Source: an optimization exercise on an open RTL-to-GDS flow (aim: small area and a short achievable clock period). Production flows keep margins and buffers that such runs may drop.
Only simulation tests tie the RTL to the original design; equivalence was not proved.

==> flow/design.v <==
`timescale 1ns / 1ps
package dq_pkg;
  localparam int DEPTH_DEF      = 16;
  localparam int DATA_WIDTH_DEF = 32;
  localparam int CNT_W_DEF      = $clog2(DEPTH_DEF + 1);
endpackage
`timescale 1ns / 1ps
module double_ended_queue #(
  parameter int DEPTH      = dq_pkg::DEPTH_DEF,
  parameter int DATA_WIDTH = dq_pkg::DATA_WIDTH_DEF,
  parameter int CNT_W      = $clog2(DEPTH + 1)
) (
  input  logic                  clk,
  input  logic                  rst,
  input  logic                  req_valid,
  output logic                  req_ready,
  input  logic [1:0]            req_mode,
  input  logic [DATA_WIDTH-1:0] req_item_value,
  output logic                  rsp_valid,
  input  logic                  rsp_ready,
  output logic [DATA_WIDTH-1:0] rsp_popped_value,
  output logic [1:0]            rsp_status,
  output logic [CNT_W-1:0]      rsp_occupancy
);
  logic [DATA_WIDTH-1:0] mem [DEPTH];
  localparam int PTR_W = $clog2(DEPTH);
  logic [PTR_W-1:0]      head_ptr;  
  logic [PTR_W-1:0]      tail_ptr;  
  logic [DEPTH-1:0]      head;      
  logic [DEPTH-1:0]      tail;
  logic [DEPTH-1:0]      head_m1;   
  logic [DEPTH-1:0]      tail_m1;   
  logic [CNT_W-1:0]      count;
  logic                  empty;
  logic fire, full, push, pop, do_push, do_pop;
  logic [CNT_W-1:0]      count_inc, count_dec;
  logic                  at_one;
  logic [DEPTH-1:0]      rd_sel;
  logic [DATA_WIDTH-1:0] rd_word;
  assign req_ready     = !rsp_valid || rsp_ready;
  assign fire          = req_valid && req_ready;
  assign full          = count[CNT_W-1];
  assign push          = !req_mode[1];
  assign pop           = req_mode[1];
  assign do_push       = fire && push && !full;
  assign do_pop        = fire && pop && !empty;
  assign rsp_occupancy = count;
  assign count_inc = count + 1'b1;
  assign count_dec = count - 1'b1;
  assign at_one    = (count == CNT_W'(1));
  always_comb begin
    for (int i = 0; i < DEPTH; i++) begin
      head[i] = (head_ptr == PTR_W'(i));
      tail[i] = (tail_ptr == PTR_W'(i));
    end
  end
  assign head_m1 = {head[0], head[DEPTH-1:1]};
  assign tail_m1 = {tail[0], tail[DEPTH-1:1]};
  assign rd_sel = req_mode[0] ? tail_m1 : head;
  always_comb begin
    rd_word = '0;
    for (int i = 0; i < DEPTH; i++) begin
      rd_word = rd_word | ({DATA_WIDTH{rd_sel[i]}} & mem[i]);
    end
  end
  for (genvar i = 0; i < DEPTH; i++) begin : g_word
    logic we;
    assign we = do_push && (req_mode[0] ? tail[i] : head_m1[i]);
    always_ff @(posedge clk) begin
      if (we) mem[i] <= req_item_value;
    end
  end
  always_ff @(posedge clk) begin
    if (rst) begin
      head_ptr  <= '0;
      tail_ptr  <= '0;
      count     <= '0;
      empty     <= 1'b1;
      rsp_valid <= 1'b0;
    end else begin
      if (do_push) begin
        if (req_mode[0]) tail_ptr <= tail_ptr + 1'b1;
        else             head_ptr <= head_ptr - 1'b1;
        count <= count_inc;
        empty <= 1'b0;
      end
      if (do_pop) begin
        if (req_mode[0]) tail_ptr <= tail_ptr - 1'b1;
        else             head_ptr <= head_ptr + 1'b1;
        count <= count_dec;
        empty <= at_one;
      end
      if (fire)           rsp_valid <= 1'b1;
      else if (rsp_ready) rsp_valid <= 1'b0;
    end
  end
  always_ff @(posedge clk) begin
    if (fire) begin
      rsp_popped_value <= pop ? (empty ? '1 : rd_word) : '0;
      rsp_status       <= (push && full) ? 2'd2 : ((pop && empty) ? 2'd1 : 2'd0);
    end
  end
endmodule
export LEC_CHECK = 0
export CAP_MARGIN = 20
export CORE_MARGIN = 2
export CORE_UTILIZATION = 55
export PLACE_DENSITY = 0.65
export SETUP_SLACK_MARGIN = 1.85
export SLEW_MARGIN = 20
export TNS_END_PERCENT = 0
create_clock -name core_clock -period 3.5 [get_ports {clk}]
standard.sh (not shown) runs the stock make flow with config.mk's settings and CLKGATE_MAP_FILE= SYNTH_SCRIPT=/design/flow/synth_recipe.tcl, a recipe that flattens the netlist after the stock synthesis.
==> flow/flow/run.sh <==
#!/bin/bash
# the standard layout with three changes: sizing may swap a cell for one of
# another footprint (so slow port buffers can become fast ones), the clock
# tree clusters up to 24 flip-flops per leaf buffer, and it adds no dummy
# loads. every tool's output stays in the orfs/logs folder; make's own
# output goes to standard.log.
set -euo pipefail
CTS="-sink_clustering_enable -repair_clock_nets -buf_list sky130_fd_sc_hd__clkbuf_16"
CTS="$CTS -sink_clustering_size 24 -sink_clustering_max_diameter 80 -dont_use_dummy_load"
bash standard.sh MATCH_CELL_FOOTPRINT=0 "CTS_ARGS=$CTS" finish > standard.log 2>&1
Edit:
--- a/flow/design.v
+++ b/flow/design.v
@@ -20,17 +20,14 @@
   input  logic                  rsp_ready,
   output logic [DATA_WIDTH-1:0] rsp_popped_value,
   output logic [1:0]            rsp_status,
   output logic [CNT_W-1:0]      rsp_occupancy
 );
   logic [DATA_WIDTH-1:0] mem [DEPTH];
-  localparam int PTR_W = $clog2(DEPTH);
-  logic [PTR_W-1:0]      head_ptr;  
-  logic [PTR_W-1:0]      tail_ptr;  
   logic [DEPTH-1:0]      head;      
-  logic [DEPTH-1:0]      tail;
+  logic [DEPTH-1:0]      tail;      
   logic [DEPTH-1:0]      head_m1;   
   logic [DEPTH-1:0]      tail_m1;   
   logic [CNT_W-1:0]      count;
   logic                  empty;
   logic fire, full, push, pop, do_push, do_pop;
   logic [CNT_W-1:0]      count_inc, count_dec;
@@ -45,18 +42,12 @@
   assign do_push       = fire && push && !full;
   assign do_pop        = fire && pop && !empty;
   assign rsp_occupancy = count;
   assign count_inc = count + 1'b1;
   assign count_dec = count - 1'b1;
   assign at_one    = (count == CNT_W'(1));
-  always_comb begin
-    for (int i = 0; i < DEPTH; i++) begin
-      head[i] = (head_ptr == PTR_W'(i));
-      tail[i] = (tail_ptr == PTR_W'(i));
-    end
-  end
   assign head_m1 = {head[0], head[DEPTH-1:1]};
   assign tail_m1 = {tail[0], tail[DEPTH-1:1]};
   assign rd_sel = req_mode[0] ? tail_m1 : head;
   always_comb begin
     rd_word = '0;
     for (int i = 0; i < DEPTH; i++) begin
@@ -69,27 +60,27 @@
     always_ff @(posedge clk) begin
       if (we) mem[i] <= req_item_value;
     end
   end
   always_ff @(posedge clk) begin
     if (rst) begin
-      head_ptr  <= '0;
-      tail_ptr  <= '0;
+      head      <= DEPTH'(1);
+      tail      <= DEPTH'(1);
       count     <= '0;
       empty     <= 1'b1;
       rsp_valid <= 1'b0;
     end else begin
       if (do_push) begin
-        if (req_mode[0]) tail_ptr <= tail_ptr + 1'b1;
-        else             head_ptr <= head_ptr - 1'b1;
+        if (req_mode[0]) tail <= {tail[DEPTH-2:0], tail[DEPTH-1]};
+        else             head <= head_m1;
         count <= count_inc;
         empty <= 1'b0;
       end
       if (do_pop) begin
-        if (req_mode[0]) tail_ptr <= tail_ptr - 1'b1;
-        else             head_ptr <= head_ptr + 1'b1;
+        if (req_mode[0]) tail <= tail_m1;
+        else             head <= {head[DEPTH-2:0], head[DEPTH-1]};
         count <= count_dec;
         empty <= at_one;
       end
       if (fire)           rsp_valid <= 1'b1;
       else if (rsp_ready) rsp_valid <= 1'b0;
     end
- hold slack gets worse by 0.048 ns
- cell area rose slightly
- worst setup slack gets better by 0.30 ns
- core utilization fell by 1.4 points
- routed wire length rose by a little under a tenth
- register-to-register slack gets better by 0.32 ns
- final cell count falls by a few percent
- global-route usage grows by 1.4 points

[port drivers added, routing unchanged]
No port has a modelled driver above. Below, the same layouts with a new extraction and two added sets of constraints. Step 1: set_driving_cell puts a clkbuf_16 on clk and a buf_2 on each other input, an assumption about the parent block. Step 2 times the ports against the registers' clock, not the clock port: input delays grow and output delays shrink by t, the midpoint of the rising clock arrivals with the driver on. a / b / c = ideal ports / drivers / drivers and shift; a / b = the first two.
run | shift t [ns] | setup WS [ns] | latest minus earliest clock arrival (ns) | slew at the worst register clock pin (ns) | cell pins on the clock port's net
the first run | 0.633 | 1.256 / 1.256 / 0.716 | 0.053 / 0.053 | 0.10 / 0.10 | 1
the second run | 0.641 | 1.558 / 1.431 / 0.790 | 0.016 / 0.016 | 0.10 / 0.10 | 1
After both steps every run listed still meets setup and hold. For the second run, which loses most, drivers alone change the setup slack by -0.127 ns; drivers and shift together by -0.768 ns.
